Source: an optimization exercise on an open RTL-to-GDS flow (aim: small area). Production flows keep margins and buffers that such runs may drop. Only simulation tests tie the RTL to the original design; equivalence was not proved. Power and IR drop assume default switching activity.

==> flow/design.v (excerpt) <==
module bf_top #(
   parameter int TABLE_DEPTH  = 1024,
   parameter int EPOCH_CYCLES = 2032,
   parameter int SCRUB_BATCH  = 6
) (
   input  logic                    clk,
   input  logic                    rst,
   input  logic                    req_valid,
   input  bf_ctrl_pkg::req_kind_t  req_kind,
   input  bf_word_pkg::sram_addr_t req_hash0,
   input  bf_word_pkg::sram_addr_t req_hash1,
   output logic                    req_ready,
   output logic                    sram_rd_req,
   output bf_word_pkg::sram_addr_t sram_rd_addr,
   input  bf_word_pkg::sram_word_t sram_rd_data,
   input  logic                    sram_rd_vld,
   output logic                    sram_wr_req,
   output bf_word_pkg::sram_addr_t sram_wr_addr,
   output bf_word_pkg::sram_word_t sram_wr_data
);
For scale: roughly 1900 cells after synthesis, roughly 230 I/O pins.
Settings: LEC_CHECK=0, CAP_MARGIN=20, CORE_MARGIN=2, CORE_UTILIZATION=60, CTS_BUF_LIST=sky130_fd_sc_hd__clkbuf_8, CTS_CLUSTER_DIAMETER=50, CTS_CLUSTER_SIZE=16, SLEW_MARGIN=20; clock period 10.0 ns.
run.sh (not shown) runs the stock make flow with config.mk's settings and CLKGATE_MAP_FILE= SYNTH_SCRIPT=/design/flow/synth_recipe.tcl, a recipe that flattens the netlist after the stock synthesis.
Rerun with:
==> flow/flow/run.sh (new file) <==
#!/bin/bash
# Own layout flow: the standard layout (standard.sh, all steps), with two
# changes made through ORFS's own variables:
#  - the port buffers that global placement inserts use the smallest buffer,
#    sky130_fd_sc_hd__buf_1, instead of the tool's pick;
#  - clock tree synthesis inserts no dummy loads, uses clkbuf_8 and clusters
#    of at most 16 sinks within 50 um.
# make's full output goes to standard.log here; ORFS's per-step logs are in
# orfs/logs/.
set -euo pipefail
export BUFFER_PORTS_ARGS="-buffer_cell sky130_fd_sc_hd__buf_1"
export CTS_ARGS="-sink_clustering_enable -repair_clock_nets -dont_use_dummy_load -buf_list sky130_fd_sc_hd__clkbuf_8 -sink_clustering_size 16 -sink_clustering_max_diameter 50"
bash standard.sh finish > standard.log 2>&1
==> flow/standard.sh (new file) <==
#!/bin/bash
# synth_recipe.tcl (not shown) runs the flow's synth.tcl, then flattens the netlist and writes it again
# the make line also repeats each setting of config.mk as NAME=value (left out here)
make -C /OpenROAD-flow-scripts/flow DESIGN_CONFIG=/design/flow/config.mk WORK_HOME=/design/flow/orfs CLKGATE_MAP_FILE= SYNTH_SCRIPT=/design/flow/synth_recipe.tcl "${@:-finish}"
CTS_BUF_LIST = unset   (was sky130_fd_sc_hd__clkbuf_8)
CTS_CLUSTER_DIAMETER = unset   (was 50)
CTS_CLUSTER_SIZE = unset   (was 16)
removed: flow/run.sh
Result:
- wire length goes down slightly
- clock-buffer cell count drops by 3
- power came out lower by a few percent

========
Setup of v6:
Another version of the RTL of bf_top (not shown whole).
For scale: about 1700 cells after synthesis, ~590 flip-flops, roughly 21000 um2 of cells after synthesis.
clock: 10.0 ns
lec_check: 0
cap_margin: 20
core_margin: 2
core_utilization: 80
slew_margin: 20
standard.sh (not shown) runs the stock make flow with config.mk's settings and CLKGATE_MAP_FILE= SYNTH_SCRIPT=/design/flow/synth_recipe.tcl, a recipe that flattens the netlist after the stock synthesis.
==> flow/flow/run.sh <==
#!/bin/bash
# Own layout flow: the standard layout (standard.sh, all steps), with
# three changes:
#  - synthesis runs the standard flow's own script (synth_recipe.tcl) unchanged except that
#    ABC maps the logic with an area-oriented script (flow/abc_area.script)
#    in place of ORFS's speed script; the registers are mapped as before;
#  - the port buffers that global placement inserts use the smallest buffer,
#    sky130_fd_sc_hd__buf_1 (ORFS variable BUFFER_PORTS_ARGS);
#  - clock tree synthesis inserts no dummy loads, uses clkbuf_8 and clusters
#    of at most 16 sinks within 50 um (ORFS variable CTS_ARGS).
# make's full output goes to standard.log here; ORFS's per-step logs are in
# orfs/logs/.
set -euo pipefail
here=$(pwd)
{
  cat <<'TCL'
# synth_recipe.tcl with ABC's -script replaced by $::env(MY_ABC_SCRIPT)
proc abc {args} {
  set i [lsearch -exact $args -script]
  if { $i >= 0 } {
    set args [lreplace $args $i [expr {$i + 1}] -script $::env(MY_ABC_SCRIPT)]
  }
  yosys abc {*}$args
}
TCL
  cat "$here/synth_recipe.tcl"
} > "$here/my_synth.tcl"
export MY_ABC_SCRIPT="$here/flow/abc_area.script"
export BUFFER_PORTS_ARGS="-buffer_cell sky130_fd_sc_hd__buf_1"
export CTS_ARGS="-sink_clustering_enable -repair_clock_nets -dont_use_dummy_load -buf_list sky130_fd_sc_hd__clkbuf_8 -sink_clustering_size 16 -sink_clustering_max_diameter 50"
bash standard.sh "SYNTH_SCRIPT=$here/my_synth.tcl" finish > standard.log 2>&1
==> flow/flow/abc_area.script <==
strash
&get -n
&deepsyn -T 60
&put
dch -f
map -a
strash
dch -f
map -a
topo
v6 reached the end of the flow, and the finished layout is clean on the timing, design-rule and antenna checks.
What v7 does differently from v6 at the input level:
--- a/flow/flow/run.sh
+++ b/flow/flow/run.sh
@@ -29,3 +29,3 @@
 export BUFFER_PORTS_ARGS="-buffer_cell sky130_fd_sc_hd__buf_1"
-export CTS_ARGS="-sink_clustering_enable -repair_clock_nets -dont_use_dummy_load -buf_list sky130_fd_sc_hd__clkbuf_8 -sink_clustering_size 16 -sink_clustering_max_diameter 50"
+export CTS_ARGS="-sink_clustering_enable -repair_clock_nets -dont_use_dummy_load -buf_list {sky130_fd_sc_hd__clkbuf_4 sky130_fd_sc_hd__clkbuf_8} -sink_clustering_size 12 -sink_clustering_max_diameter 45"
 bash standard.sh "SYNTH_SCRIPT=$here/my_synth.tcl" finish > standard.log 2>&1
--- a/flow/config.mk
+++ b/flow/config.mk
@@ -9,3 +9,3 @@
 export CORE_MARGIN = 2
-export CORE_UTILIZATION = 80
+export CORE_UTILIZATION = 70
 export SLEW_MARGIN = 20
Results
Per the comparison of v7 with v6, fraction of area in multi-input gates fell by 0.25 points; first-pass GRT wire length fell by 7.6%.
Per the final summary, v7 finished and its layout is clean on timing, DRC and antenna.
Diff v6 -> v7 | synthesis-to-finish area growth | increase of 1.0 points

-- separate check: timing with driven ports --
The flow's constraints put no driver on any port. The routed layouts listed below were extracted and timed again, unchanged, in two steps.
Step 1 (the two cells are an assumption about what drives the block):
set clk [get_ports {clk}]
set_driving_cell -lib_cell sky130_fd_sc_hd__clkbuf_16 $clk
set_driving_cell -lib_cell sky130_fd_sc_hd__buf_2 [delete_from_list [all_inputs] $clk]
Step 2 adds t to the input delays and takes it off the output delays; t is the mean of the earliest and latest rising clock arrival at the registers after step 1. Input paths then give back, and output paths get back, about the clock's delay inside the block.
a / b / c = ideal / step 1 / step 2; a / b = the first two.
run	shift t [ns]	setup slack, ns	worst hold slack (ns)	worst setup path after step 2
the first run of note 1	0.715	4.007 / 3.954 / 4.550	0.341 / 0.341 / 0.341	register to register
the second run of note 1	0.683	4.419 / 4.410 / 4.419	0.313 / 0.313 / 0.313	register to register
v6	0.632	3.426 / 3.375 / 3.626	0.304 / 0.304 / 0.304	register to register
v7	0.659	3.787 / 3.787 / 3.787	0.300 / 0.300 / 0.300	register to register
After both steps every run listed still meets setup and hold.
